Background: an optimization exercise with open tools, aiming at small area, a short achievable clock period and few clock cycles. Do not read the settings as production practice.
Where RTL was checked, it was by simulation tests only, not by an equivalence proof against the original.
The clock port is modelled as an ideal driver, which makes a skipped or thinned clock tree look cheaper than it is; a real chip needs a root buffer or a tree.
No activity file was given, so power comes from the tool's default toggle rates.

## substring_position_search
module substring_position_search #(
  parameter int MAX_PATTERN = sps_pkg::MAX_PATTERN_DEF,
  parameter int MAX_TEXT    = sps_pkg::MAX_TEXT_DEF
) (
  input  wire logic                          clk_i,
  input  wire logic                          rst_ni,
  input  wire logic                          cfg_we_i,
  input  wire logic [sps_pkg::CFG_IDX_W-1:0] cfg_idx_i,
  input  wire logic [sps_pkg::CFG_W-1:0]     cfg_data_i,
  input  wire logic                          text_valid_i,
  output logic                               text_ready_o,
  input  wire logic                          text_cmd_i,
  input  wire logic [sps_pkg::BYTE_W-1:0]    text_byte_i,
  output logic                               result_valid_o,
  input  wire logic                          result_ready_i,
  output logic                               result_found_o,
  output logic [sps_pkg::POS_W-1:0]          result_position_o,
  output logic [sps_pkg::STATUS_W-1:0]       result_status_o
);
For scale: roughly 760 cells after synthesis, roughly 230 flip-flops, roughly 100 I/O pins, about 10000 µm² of cells after synthesis.
Settings: LEC_CHECK=0, CAP_MARGIN=20, CORE_MARGIN=2, CORE_UTILIZATION=40, SLEW_MARGIN=20; clock period 6.0 ns.
run.sh (not shown) runs the stock make flow with config.mk's settings and CLKGATE_MAP_FILE= SYNTH_SCRIPT=/design/flow/synth_recipe.tcl, a recipe that flattens the netlist after the stock synthesis.
Next try:
--- a/flow/config.mk
+++ b/flow/config.mk
@@ -7,2 +7,3 @@
 export LEC_CHECK = 0
+export ABC_CLOCK_PERIOD_IN_PS = 2000
 export CAP_MARGIN = 20
@@ -10,2 +11,3 @@
 export CORE_UTILIZATION = 40
+export SETUP_SLACK_MARGIN = 4.3
 export SLEW_MARGIN = 20
Effect:
- final area climbs by 24%
- global-route usage went up by 4.5 points
- register-to-register slack improves by 0.45 ns
- die area does not change
- via count increases by 19%
Next try:
--- a/flow/config.mk
+++ b/flow/config.mk
@@ -7,3 +7,3 @@
 export LEC_CHECK = 0
-export ABC_CLOCK_PERIOD_IN_PS = 2000
+export ABC_CLOCK_PERIOD_IN_PS = 2400
 export CAP_MARGIN = 20
@@ -11,3 +11,3 @@
 export CORE_UTILIZATION = 40
-export SETUP_SLACK_MARGIN = 4.3
+export SETUP_SLACK_MARGIN = 3.6
 export SLEW_MARGIN = 20
After rerunning: Sequential cell count is unchanged. Cell area goes down by about 17%. Synthesized cell count is unchanged. Final cell count goes down by 9.3%.
Next try:
--- a/flow/config.mk
+++ b/flow/config.mk
@@ -7,3 +7,3 @@
 export LEC_CHECK = 0
-export ABC_CLOCK_PERIOD_IN_PS = 2400
+export ABC_CLOCK_PERIOD_IN_PS = 2000
 export CAP_MARGIN = 20
@@ -11,3 +11,3 @@
 export CORE_UTILIZATION = 40
-export SETUP_SLACK_MARGIN = 3.6
+export SETUP_SLACK_MARGIN = 4.0
 export SLEW_MARGIN = 20
Result:
- The changed run passed the timing, design-rule and antenna checks
- sequential power barely changes
- cell area goes up by 7.8%
- register-to-register slack is better by 0.02 ns
- via count came out higher by 3.3%
Function was not checked in any run of this note: the RTL went through the layout flow alone.

violet:
substring_position_search, a different RTL version from the one above (not shown whole).
Size: about 780 cells after synthesis, about 100 I/O pins, roughly 0.010 mm2 of cells after synthesis.
export LEC_CHECK = 0
export ABC_CLOCK_PERIOD_IN_PS = 2000
export CAP_MARGIN = 20
export CORE_MARGIN = 2
export CORE_UTILIZATION = 40
export SETUP_SLACK_MARGIN = 3.8
export SLEW_MARGIN = 20
create_clock -name core_clock -period 6.0 [get_ports {clk_i}]
standard.sh (not shown) runs the stock make flow with config.mk's settings and CLKGATE_MAP_FILE= SYNTH_SCRIPT=/design/flow/synth_recipe.tcl, a recipe that flattens the netlist after the stock synthesis.
==> flow/flow/run.sh <==
#!/bin/bash
set -e
export BUFFER_PORTS_ARGS="-buffer_cell sky130_fd_sc_hd__buf_1"
export PRE_CTS_TCL="$PWD/flow/pre_cts.tcl"
export MTREE_LEAVES=12
export MTREE_ROOTS=4
bash standard.sh > standard.log 2>&1
==> flow/flow/pre_cts.tcl <==
# Replace TritonCTS with a hand-built two-level clock tree (mtree.tcl): R root
# buffers fed by the clock port, driving K leaf buffers, each leaf at the centre of a balanced cluster
# of flip-flops. The rest of the CTS step (legalisation, timing repair) runs
# as usual.
source [file join [file dirname [info script]] mtree.tcl]
mtree_build $::env(MTREE_LEAVES) sky130_fd_sc_hd__clkbuf_16 sky130_fd_sc_hd__clkbuf_16 $::env(MTREE_ROOTS)
rename clock_tree_synthesis __tritoncts
proc clock_tree_synthesis {args} { puts "clock tree built by mtree.tcl; TritonCTS not run" }
set_propagated_clock [all_clocks]
Other scripts of this flow, unchanged in this note and not shown: flow/flow/mtree.tcl
The flow did not stop early for violet: all stages ran, and the layout cleared the timing, design-rule and antenna checks.
> inputs changed (violet -> ember)
==> flow/flow/run.sh <==
#!/bin/bash
set -e
export BUFFER_PORTS_ARGS="-buffer_cell sky130_fd_sc_hd__buf_1"
export PRE_CTS_TCL="$PWD/flow/pre_cts.tcl"
export MTREE_LEAVES=10
export MTREE_ROOTS=1
bash standard.sh > standard.log 2>&1
Findings:
- ember vs violet: fill cell instance count of the final layout up slightly
- The hold slack number comes out lower for violet vs ember.
- [compare] base=violet new=ember: data required time at the worst endpoint rose 0.12 ns; buffer and inverter count on the worst path dropped 1; post-route standard cell area excluding fillers down 290 um2; part of the total power dissipated in the clock network now smaller.
### ember -> onyx
- putting CTS_CLUSTER_DIAMETER at 100 where nothing was set
- putting CTS_CLUSTER_SIZE at 20 where nothing was set
--- a/flow/flow/run.sh
+++ b/flow/flow/run.sh
@@ -4,4 +4,4 @@
 export PRE_CTS_TCL="$PWD/flow/pre_cts.tcl"
 export MTREE_LEAVES=10
-export MTREE_ROOTS=1
+export MTREE_ROOTS=2
 bash standard.sh > standard.log 2>&1
==> comparison <==
Total congestion overflow: onyx vs ember identical. Any difference in number of distinct standard cells referenced by the synthesized netlist between onyx and ember is small enough to ignore. From ember to onyx the numbers moved as follows: smallest setup slack after layout saw a decrease; total routing resource utilization after global routing level.
No functional check of the RTL was part of any run of this note. In every run of this note, the design's own scripts or RTL, not TritonCTS, make the clock network.

## run A
substring_position_search, a different RTL version from the one above (not shown whole).
Size: roughly 780 cells after synthesis, ~230 flip-flops, roughly 100 I/O pins, roughly 10000 µm² of cells after synthesis.
==> flow/config.mk <==
export PLATFORM = sky130hd
export DESIGN_NAME = substring_position_search
export DESIGN_NICKNAME = substring_position_search
export VERILOG_FILES = /design/flow/design.v
export SDC_FILE = /design/flow/constraint.sdc
export NUM_CORES = 4
export LEC_CHECK = 0
export ABC_CLOCK_PERIOD_IN_PS = 1500
export CAP_MARGIN = 20
export CORE_MARGIN = 2
export CORE_UTILIZATION = 50
export SETUP_SLACK_MARGIN = 3.8
export SLEW_MARGIN = 20
==> flow/constraint.sdc <==
create_clock -name core_clock -period 6.0 [get_ports {clk_i}]
set_input_delay 1.2000 -clock core_clock [delete_from_list [all_inputs] [get_ports {clk_i}]]
set_output_delay 1.2000 -clock core_clock [all_outputs]
set_load 0.01 [all_outputs]
==> flow/flow/run.sh <==
#!/bin/bash
set -e
export BUFFER_PORTS_ARGS="-buffer_cell sky130_fd_sc_hd__buf_1"
export PRE_CTS_TCL="$PWD/flow/pre_cts.tcl"
export MTREE_LEAVES=10
bash standard.sh > standard.log 2>&1
Other scripts of this flow, unchanged in this note and not shown: flow/flow/mtree.tcl, flow/flow/pre_cts.tcl
Run A: full flow OK, the timing, design-rule and antenna checks passed
Testbench counts of run A, summed over its fixed seeds: cycles 176,684.
Relative to run A, the following input files were edited for run B:
--- a/flow/config.mk
+++ b/flow/config.mk
@@ -7,7 +7,9 @@
 export LEC_CHECK = 0
-export ABC_CLOCK_PERIOD_IN_PS = 1500
+export ABC_CLOCK_PERIOD_IN_PS = 2000
 export CAP_MARGIN = 20
 export CORE_MARGIN = 2
-export CORE_UTILIZATION = 50
-export SETUP_SLACK_MARGIN = 3.8
+export CORE_UTILIZATION = 40
+export CTS_CLUSTER_DIAMETER = 100
+export CTS_CLUSTER_SIZE = 20
+export SETUP_SLACK_MARGIN = 3.95
 export SLEW_MARGIN = 20
Notes after the runs:
- Looking at the reports, run B completed the entire flow and the layout it produced met the timing, design-rule and antenna checks.
- Compared with run A, run B shows a lower worst setup slack.
- As far as power share of the clock group is concerned, run B and run A perform about the same.
- Run B contains more vias than run A.
- Total power of run B is higher than that of run A.
- Vertical extent of the die (higher): run B
--- input diff run B..run C ---
--- a/flow/config.mk
+++ b/flow/config.mk
@@ -13,3 +13,3 @@
 export CTS_CLUSTER_SIZE = 20
-export SETUP_SLACK_MARGIN = 3.95
+export SETUP_SLACK_MARGIN = 4.1
 export SLEW_MARGIN = 20
Findings:
Run C: clock skew higher than run B
Delta (run C minus run B): smallest setup slack after layout up 44 ps, hold-critical path depth flat.
Utilization run B -> run C: up
Run C vs. run B: peak clock frequency supported by timing increased 2.1%, wire length of the first global-routing pass decreased 2.2%.
In every run of this note, the design's own scripts or RTL, not TritonCTS, make the clock network.

The RTL this note starts from:
==> flow/design.v <==
`default_nettype none
package sps_pkg;
  localparam int MAX_PATTERN_DEF = 16;
  localparam int MAX_TEXT_DEF    = 65536;
  localparam int POS_W     = 16;
  localparam int LEN_W     = 5;
  localparam int CFG_W     = 64;
  localparam int CFG_IDX_W = 3;
  localparam int STATUS_W  = 2;
  localparam int BYTE_W    = 8;
  localparam logic CMD_TEXT = 1'b0;
  localparam logic CMD_END  = 1'b1;
  typedef enum logic [CFG_IDX_W-1:0] {
    CFG_PATTERN_LOW    = 3'd0,
    CFG_PATTERN_HIGH   = 3'd1,
    CFG_PATTERN_LENGTH = 3'd2,
    CFG_SEARCH_BACK    = 3'd3,
    CFG_BOUND_POSITION = 3'd4
  } cfg_idx_e;
  typedef enum logic [STATUS_W-1:0] {
    STATUS_OK        = 2'd0,
    STATUS_BOUND_ERR = 2'd1,
    STATUS_TOO_LONG  = 2'd2
  } status_e;
endpackage
`default_nettype wire
`default_nettype none
module substring_position_search #(
  parameter int MAX_PATTERN = sps_pkg::MAX_PATTERN_DEF,
  parameter int MAX_TEXT    = sps_pkg::MAX_TEXT_DEF
) (
  input  wire logic                          clk_i,
  input  wire logic                          rst_ni,
  input  wire logic                          cfg_we_i,
  input  wire logic [sps_pkg::CFG_IDX_W-1:0] cfg_idx_i,
  input  wire logic [sps_pkg::CFG_W-1:0]     cfg_data_i,
  input  wire logic                          text_valid_i,
  output logic                               text_ready_o,
  input  wire logic                          text_cmd_i,
  input  wire logic [sps_pkg::BYTE_W-1:0]    text_byte_i,
  output logic                               result_valid_o,
  input  wire logic                          result_ready_i,
  output logic                               result_found_o,
  output logic [sps_pkg::POS_W-1:0]          result_position_o,
  output logic [sps_pkg::STATUS_W-1:0]       result_status_o
);
  localparam int CNT_W  = $clog2(MAX_TEXT + 1);
  localparam int POS_W  = sps_pkg::POS_W;
  localparam int LEN_W  = sps_pkg::LEN_W;
  localparam int BYTE_W = sps_pkg::BYTE_W;
  logic [sps_pkg::CFG_W-1:0] pat_low_q, pat_high_q;
  logic                      pat_low_set_q, pat_high_set_q;
  logic [LEN_W-1:0]          len_q;
  logic                      backward_q;
  logic [POS_W-1:0]          bound_q;
  logic                   s0_valid_q;
  logic                   s0_end_q;
  logic [BYTE_W-1:0]      s0_byte_q;
  logic                   s0_may_take_q;   
  logic [1:0]             seen_q;          
  logic [MAX_PATTERN-1:0] pm_q;         
  logic [CNT_W-1:0]       count_q;      
  logic                   overflow_q;
  logic                   ge_q;         
  logic                   byte_q;       
  logic                   may_take_q;   
  logic                   end_q;        
  logic                   cond_q;       
  logic                   e_empty_q, e_ovf_q, e_back_q, e_len0_q;
  logic                         match_valid_q;
  logic [POS_W-1:0]             pos_q;   
  logic                         out_valid_q;
  logic                         found_q;
  logic [sps_pkg::STATUS_W-1:0] status_q;
  logic                         ready_q;
  logic                 in_xfer, in_may_take, s1_byte, s1_end, byte_adv;
  logic [2*sps_pkg::CFG_W-1:0] pattern;
  logic                 len0, len0_next;
  logic [MAX_PATTERN-1:0] eq;
  logic                 byte_zero, ge_now;
  logic                 hit, take, hold_end, hold_byte, load, out_next;
  logic                 byte_next, may_take_next, end_next, needs_out_next;
  logic [LEN_W:0]       start_lo;
  logic [POS_W-LEN_W-1:0] start_hi, start_hi_m1;
  logic [POS_W-1:0]     start_pos;
  logic                 res_found, res_pos_ok;
  logic [sps_pkg::STATUS_W-1:0] res_status;
  assign pattern = {pat_high_q, pat_low_q};
  assign len0    = (len_q == '0);
  assign in_xfer = text_valid_i && ready_q;
  assign in_may_take = seen_q[1] || (len_q <= LEN_W'(seen_q) + LEN_W'(1));
  always_ff @(posedge clk_i or negedge rst_ni) begin
    if (!rst_ni) begin
      s0_valid_q <= 1'b0;
      seen_q     <= '0;
    end else begin
      s0_valid_q <= in_xfer;
      if (in_xfer) begin
        if (text_cmd_i == sps_pkg::CMD_END) seen_q <= '0;
        else if (!seen_q[1])                seen_q <= seen_q + 2'd1;
      end
    end
  end
  always_ff @(posedge clk_i) begin
    s0_end_q      <= (text_cmd_i == sps_pkg::CMD_END);
    s0_byte_q     <= text_byte_i;
    s0_may_take_q <= in_may_take;
  end
  assign s1_byte  = s0_valid_q && !s0_end_q;
  assign s1_end   = s0_valid_q && s0_end_q;
  assign byte_adv = s1_byte && !overflow_q && !count_q[CNT_W-1];
  assign byte_zero = (s0_byte_q == '0);
  always_comb begin
    for (int j = 0; j < MAX_PATTERN; j++) begin
      if ((j < 8) ? pat_low_set_q : pat_high_set_q) begin
        eq[j] = (pattern[BYTE_W*j +: BYTE_W] == s0_byte_q);
      end else begin
        eq[j] = byte_zero;
      end
    end
  end
  assign ge_now = ge_q || (count_q == CNT_W'(bound_q));
  always_comb begin
    hit = 1'b0;
    for (int l = 1; l <= MAX_PATTERN; l++) begin
      if (len_q == LEN_W'(l)) hit = pm_q[l-1];
    end
  end
  assign start_lo    = {1'b0, count_q[LEN_W-1:0]} - {1'b0, len_q};
  assign start_hi    = count_q[POS_W-1:LEN_W];
  assign start_hi_m1 = count_q[POS_W-1:LEN_W] - 1'b1;
  assign start_pos   = {start_lo[LEN_W] ? start_hi_m1 : start_hi, start_lo[LEN_W-1:0]};
  assign take = byte_q && hit && (backward_q ? !cond_q : !match_valid_q);
  assign hold_end  = end_q && out_valid_q;
  assign hold_byte = byte_q && may_take_q && out_valid_q;
  assign load      = end_q && !out_valid_q;
  assign out_next  = load || (out_valid_q && !result_ready_i);
  always_comb begin
    res_found  = 1'b0;
    res_status = sps_pkg::STATUS_OK;
    if (e_ovf_q) begin
      res_status = sps_pkg::STATUS_TOO_LONG;
    end else if (e_back_q) begin
      if (e_empty_q) begin
        res_found = e_len0_q;
      end else if (!cond_q) begin
        res_status = sps_pkg::STATUS_BOUND_ERR;
      end else begin
        res_found = e_len0_q || match_valid_q;
      end
    end else begin
      res_found = e_len0_q || match_valid_q;
    end
  end
  assign res_pos_ok = res_found && !(e_back_q && e_empty_q);
  always_ff @(posedge clk_i) begin
    if (cfg_we_i && cfg_idx_i == sps_pkg::CFG_PATTERN_LOW)  pat_low_q  <= cfg_data_i;
    if (cfg_we_i && cfg_idx_i == sps_pkg::CFG_PATTERN_HIGH) pat_high_q <= cfg_data_i;
  end
  always_ff @(posedge clk_i or negedge rst_ni) begin
    if (!rst_ni) begin
      pat_low_set_q  <= 1'b0;
      pat_high_set_q <= 1'b0;
      len_q          <= '0;
      backward_q     <= 1'b0;
      bound_q        <= '0;
    end else if (cfg_we_i) begin
      case (cfg_idx_i)
        sps_pkg::CFG_PATTERN_LOW:    pat_low_set_q  <= 1'b1;
        sps_pkg::CFG_PATTERN_HIGH:   pat_high_set_q <= 1'b1;
        sps_pkg::CFG_PATTERN_LENGTH: len_q <= cfg_data_i[LEN_W-1] ? LEN_W'(MAX_PATTERN)
                                                                  : cfg_data_i[LEN_W-1:0];
        sps_pkg::CFG_SEARCH_BACK:    backward_q <= cfg_data_i[0];
        sps_pkg::CFG_BOUND_POSITION: bound_q    <= cfg_data_i[POS_W-1:0];
        default: ;
      endcase
    end
  end
  always_ff @(posedge clk_i or negedge rst_ni) begin
    if (!rst_ni) begin
      pm_q       <= '0;
      count_q    <= '0;
      overflow_q <= 1'b0;
      ge_q       <= 1'b0;
    end else if (s1_end) begin
      pm_q       <= '0;
      count_q    <= '0;
      overflow_q <= 1'b0;
      ge_q       <= 1'b0;
    end else if (s1_byte && !overflow_q) begin
      if (count_q[CNT_W-1]) begin
        overflow_q <= 1'b1;
      end else begin
        pm_q    <= {pm_q[MAX_PATTERN-2:0], backward_q || ge_now} & eq;
        count_q <= count_q + CNT_W'(1);
        ge_q    <= ge_now;
      end
    end
  end
  assign byte_next     = byte_adv || hold_byte;
  assign may_take_next = (byte_adv && s0_may_take_q) || hold_byte;
  assign end_next      = s1_end || hold_end;
  always_ff @(posedge clk_i or negedge rst_ni) begin
    if (!rst_ni) begin
      byte_q     <= 1'b0;
      may_take_q <= 1'b0;
      end_q      <= 1'b0;
    end else begin
      byte_q     <= byte_next;
      may_take_q <= may_take_next;
      end_q      <= end_next;
    end
  end
  always_ff @(posedge clk_i) begin
    if (s0_valid_q) begin
      cond_q <= ge_q;
    end
    if (s1_end) begin
      e_empty_q <= (count_q == '0);
      e_ovf_q   <= overflow_q;
      e_back_q  <= backward_q;
      e_len0_q  <= len0;
    end
  end
  always_ff @(posedge clk_i or negedge rst_ni) begin
    if (!rst_ni) begin
      match_valid_q <= 1'b0;
    end else if (load) begin
      match_valid_q <= 1'b0;
    end else if (take && !hold_byte) begin
      match_valid_q <= 1'b1;
    end
  end
  always_ff @(posedge clk_i) begin
    if (load) begin
      if (!res_pos_ok) pos_q <= '0;
    end else if (s1_end && len0) begin
      pos_q <= bound_q;
    end else if (take && !hold_byte) begin
      pos_q <= start_pos;
    end
  end
  always_ff @(posedge clk_i or negedge rst_ni) begin
    if (!rst_ni) begin
      out_valid_q <= 1'b0;
    end else begin
      out_valid_q <= out_next;
    end
  end
  always_ff @(posedge clk_i) begin
    if (load) begin
      found_q  <= res_found;
      status_q <= res_status;
    end
  end
  assign needs_out_next = (may_take_next && byte_next && out_next)
                          || (in_xfer && (text_cmd_i == sps_pkg::CMD_END || in_may_take));
  assign len0_next = len0 || (cfg_we_i && cfg_idx_i == sps_pkg::CFG_PATTERN_LENGTH);
  always_ff @(posedge clk_i or negedge rst_ni) begin
    if (!rst_ni) begin
      ready_q <= 1'b0;
    end else begin
      ready_q <= !((needs_out_next || (end_next && out_next)) && (out_next || end_next))
                 && !(len0_next && (out_next || end_next
                                    || (in_xfer && text_cmd_i == sps_pkg::CMD_END)));
    end
  end
  assign text_ready_o      = ready_q;
  assign result_valid_o    = out_valid_q;
  assign result_found_o    = found_q;
  assign result_position_o = pos_q;
  assign result_status_o   = status_q;
endmodule
`default_nettype wire
clock: 6.0 ns
lec_check: 0
abc_clock_period_in_ps: 2000
cap_margin: 20
core_margin: 2
core_utilization: 50
setup_slack_margin: 3.8
slew_margin: 20
Scripts as last shown in full above: flow/flow/run.sh
Other scripts of this flow, unchanged in this note and not shown: flow/flow/mtree.tcl, flow/flow/pre_cts.tcl
The starting point finished with timing, DRC and antenna clean.
Edit:
CAP_MARGIN = 10   (was 20)
SLEW_MARGIN = 10   (was 20)
- The changed run ran to the end with no violations
- final cell count went up slightly
- maximum frequency hardly moves
- wire length went up slightly
No functional check of the RTL was part of any run of this note. In every run of this note, the design's own scripts or RTL, not TritonCTS, make the clock network.

-- what the ideal ports hide --
In the flow no input, the clock included, has a driving cell. The finished layouts below were timed again as built, in two steps. Step 1: set_driving_cell puts a clkbuf_16 on clk_i and a buf_2 on each other input, an assumption about the parent block. Step 2 also shifts input and output timing later by t, the mid clock arrival at the registers, as if the neighbouring blocks saw the same clock. a / b / c = ideal ports / drivers / drivers and shift; a / b = the first two.
run	t, ns	setup slack, ns	latest minus earliest clock arrival (ns)
the first run of note 1	0.559	2.521 / 2.538 / 1.979	0.009 / 0.009
the second run of note 1	0.575	3.649 / 3.602 / 3.307	0.023 / 0.023
the third run of note 1	0.573	3.621 / 3.599 / 3.074	0.021 / 0.021
the fourth run of note 1	0.572	3.642 / 3.597 / 3.346	0.009 / 0.008
violet	0.384	3.764 / 3.764 / 3.515	0.037 / 0.037
ember	0.452	3.790 / 3.790 / 3.431	0.029 / 0.029
onyx	0.398	3.773 / 3.773 / 3.485	0.026 / 0.026
run A	0.448	3.864 / 3.822 / 3.442	0.032 / 0.031
run B	0.461	3.813 / 3.765 / 3.540	0.040 / 0.039
run C	0.456	3.857 / 3.835 / 3.542	0.042 / 0.043
the first run of note 4	0.450	3.786 / 3.744 / 3.440	0.019 / 0.020
the second run of note 4	0.444	3.786 / 3.745 / 3.436	0.028 / 0.027
After both steps every run listed still meets setup and hold. For the third run of note 1, which loses most, drivers alone change the setup slack by -0.022 ns; drivers and shift together by -0.547 ns.
